This design comes from an exercise in tuning for small area, a short achievable clock period and few clock cycles on the open sky130 flow, not from production work. Only simulation tests tie the RTL to the original design; equivalence was not proved. No activity file was given, so power comes from the tool's default toggle rates.

Design rv_core, start of the top module:
module rv_core (
    input  logic             clk_in,
    input  logic             reset_in,
    output logic             wb_we,
    output logic             wb_stb,
    output logic             wb_cyc,
    output logic [32-1:0] wb_wdata,
    output logic [32-1:0] wb_addr,
    input  logic             wb_ack,
    input  logic [32-1:0] wb_rdata
);
    logic        run_q;       
    logic        mem_q;       
    logic        we_q;
    logic [29:0] addr_q;      
    logic [31:0] wdata_q;
    logic        ld_q;        
    logic [4:0]  ld_rd_q;
    assign wb_stb   = run_q;
    assign wb_cyc   = run_q;
    assign wb_we    = we_q;
    assign wb_addr  = {addr_q, 2'b00};
    assign wb_wdata = wdata_q;
    logic adv;
    assign adv = run_q & wb_ack;
    logic        x_valid;
    logic [29:0] x_pc;
    logic [31:0] x_rs1;
    logic [31:0] x_opb;        
    logic [12:0] x_imm;        
    logic [4:0]  x_rd;
    logic        x_ld1;        
    logic        x_ld2;        
    logic        x_opb_rs2;    
    logic        x_sub;        
    logic        x_sleft;      
    logic        x_sra;        
    logic        x_r_add, x_r_sll, x_r_slt, x_r_sltu, x_r_xor, x_r_sr, x_r_or, x_r_and;
    logic        x_r_link;
    logic        x_beq, x_bne, x_blt, x_bge, x_bltu, x_bgeu;
    logic        x_branch;
    logic        x_jalr;
    logic        x_jal;
    logic        x_use_sum;    
    logic        x_mem;        
    logic        x_store;
    logic        x_ld_wr;      
    logic        x_wr;         
    logic [31:0] regs [1:31];
    logic [32:0] sum33;
    logic [31:0] sum;
    logic        lt_u;
    logic        lt_s;
  ...
export LEC_CHECK = 0
export ABC_CLOCK_PERIOD_IN_PS = 5000
export CAP_MARGIN = 20
export CORE_MARGIN = 2
export CORE_UTILIZATION = 35
export CTS_BUF_LIST = sky130_fd_sc_hd__clkbuf_16
export CTS_CLUSTER_DIAMETER = 100
export CTS_CLUSTER_SIZE = 20
export PLACE_DENSITY = 0.5
export SLEW_MARGIN = 20
create_clock -name core_clock -period 10.0 [get_ports {clk_in}]
standard.sh (not shown) runs the stock make flow with config.mk's settings and CLKGATE_MAP_FILE= SYNTH_SCRIPT=/design/flow/synth_recipe.tcl, a recipe that flattens the netlist after the stock synthesis.
==> flow/flow/run.sh <==
#!/bin/bash
# The standard layout (the standard.sh, unchanged synthesis), with the
# setup repair told to aim 6.15 ns below the 10 ns clock, so that it keeps
# sizing the critical paths past the point where the clock is just met.
set -o pipefail
export SETUP_SLACK_MARGIN=6.15
bash standard.sh > standard.log 2>&1
Testbench counts at the start, summed over its fixed seeds: cycles 14,862.
==> next run, changes <==
--- a/flow/flow/run.sh
+++ b/flow/flow/run.sh
@@ -3 +3 @@
-# setup repair told to aim 6.15 ns below the 10 ns clock, so that it keeps
+# setup repair told to aim 6 ns below the 10 ns clock, so that it keeps
@@ -6 +6 @@
-export SETUP_SLACK_MARGIN=6.15
+export SETUP_SLACK_MARGIN=6
CORE_UTILIZATION = 40   (was 35)
PLACE_DENSITY = 0.55   (was 0.5)
The new run finished clean; utilization grows by 4.4 points; area after synthesis is unchanged; die area drops by 12%; sequential share of layout area climbs by 1.7 points; first-iteration DRC count is higher by 7.6%; final area goes down by 3.7%; power goes down by 0.64%; global-route usage climbs by 4.2 points; setup slack is worse by 51 ps; non-clock buffer count drops by 115.
==> next run, changes <==
==> flow/run.sh (new file) <==
#!/bin/bash
# synth_recipe.tcl (not shown) runs the flow's synth.tcl, then flattens the netlist and writes it again
# the make line also repeats each setting of config.mk as NAME=value (left out here)
make -C /OpenROAD-flow-scripts/flow DESIGN_CONFIG=/design/flow/config.mk WORK_HOME=/design/flow/orfs CLKGATE_MAP_FILE= SYNTH_SCRIPT=/design/flow/synth_recipe.tcl finish
CORE_UTILIZATION = 35   (was 40)
PLACE_DENSITY = 0.5   (was 0.55)
SETUP_SLACK_MARGIN = 5   (was default)
removed: flow/flow/run.sh
removed: flow/standard.sh
After rerunning:
- The changed run completed with no timing, DRC or antenna violations
- first-iteration DRC count decreases by 19%
- synthesized cell count does not change
- clock-buffer cell count is higher by 1
- wire length goes down by 1.7%
==> next run, changes <==
==> flow/flow/run.sh (new file) <==
#!/bin/bash
# The standard layout (the standard.sh, unchanged synthesis), with the
# setup repair told to aim 6 ns below the 10 ns clock, so that it keeps
# sizing the critical paths past the point where the clock is just met.
set -o pipefail
export SETUP_SLACK_MARGIN=6
bash standard.sh > standard.log 2>&1
==> flow/standard.sh (new file) <==
#!/bin/bash
# synth_recipe.tcl (not shown) runs the flow's synth.tcl, then flattens the netlist and writes it again
# the make line also repeats each setting of config.mk as NAME=value (left out here)
make -C /OpenROAD-flow-scripts/flow DESIGN_CONFIG=/design/flow/config.mk WORK_HOME=/design/flow/orfs CLKGATE_MAP_FILE= SYNTH_SCRIPT=/design/flow/synth_recipe.tcl "${@:-finish}"
CORE_UTILIZATION = 50   (was 35)
PLACE_DENSITY = 0.65   (was 0.5)
SETUP_SLACK_MARGIN = default   (was 5)
removed: flow/run.sh
Result: Final area is higher by 3.7%; die area decreases by 30%; sequential power is about the same.

========
Starting RTL as in the previous note.
Settings: LEC_CHECK=0, ABC_CLOCK_PERIOD_IN_PS=5000, CAP_MARGIN=20, CORE_MARGIN=2, CORE_UTILIZATION=30, CTS_BUF_LIST=sky130_fd_sc_hd__clkbuf_16, CTS_CLUSTER_DIAMETER=100, CTS_CLUSTER_SIZE=20, PLACE_DENSITY=0.45, SLEW_MARGIN=20; clock period 10.0 ns.
==> flow/flow/run.sh <==
#!/bin/bash
# The standard layout (the standard.sh, unchanged synthesis), with the
# setup repair told to aim 6 ns below the 10 ns clock, so that it keeps
# sizing the critical paths past the point where the clock is just met.
set -o pipefail
export SETUP_SLACK_MARGIN=6
bash standard.sh > standard.log 2>&1
The first run completed without violations.
Testbench counts at the start, summed over its fixed seeds: cycles 14,862.
Next try:
CORE_UTILIZATION = 35   (was 30)
PLACE_DENSITY = 0.5   (was 0.45)
After rerunning: The changed run produced a clean layout. Cell area decreases slightly. First-iteration DRC count rises by about a fifth. Combinational power stays flat.

-- what the ideal ports hide --
Ports are ideal in the flow. The routed layouts listed here were re-timed in OpenROAD. Step 1 assumes that a clkbuf_16 drives the clock port and a buf_2 every other input. Step 2 adds t to the input delays and takes it off the output delays; t is the mean of the earliest and latest rising clock arrival at the registers after step 1. Input paths then give back, and output paths get back, about the clock's delay inside the block. Slacks: no drivers / after step 1 / after step 2; pairs: no drivers / after step 1.
run | t, ns | setup WS [ns] | hold WS [ns] | worst setup path after step 2 | worst data-port slew with drivers (ns)
the first run of note 1 | 0.830 | 5.907 / 5.907 / 5.210 | 0.493 / 0.493 / 0.493 | input to register | 0.09
the second run of note 1 | 0.804 | 5.856 / 5.873 / 5.069 | 0.527 / 0.527 / 0.527 | input to register | 0.14
the third run of note 1 | 0.819 | 4.911 / 4.879 / 4.060 | 0.500 / 0.500 / 0.500 | input to register | 0.12
the fourth run of note 1 | 0.815 | 5.738 / 5.789 / 4.975 | 0.503 / 0.503 / 0.503 | input to register | 0.14
the first run of note 2 | 0.844 | 5.874 / 5.874 / 5.042 | 0.484 / 0.484 / 0.484 | input to register | 0.15
the second run of note 2 | 0.815 | 5.887 / 5.887 / 5.074 | 0.491 / 0.491 / 0.491 | input to register | 0.19
After both steps every run listed still meets setup and hold. For the third run of note 1, which loses most, drivers alone change the setup slack by -0.032 ns; drivers and shift together by -0.851 ns.
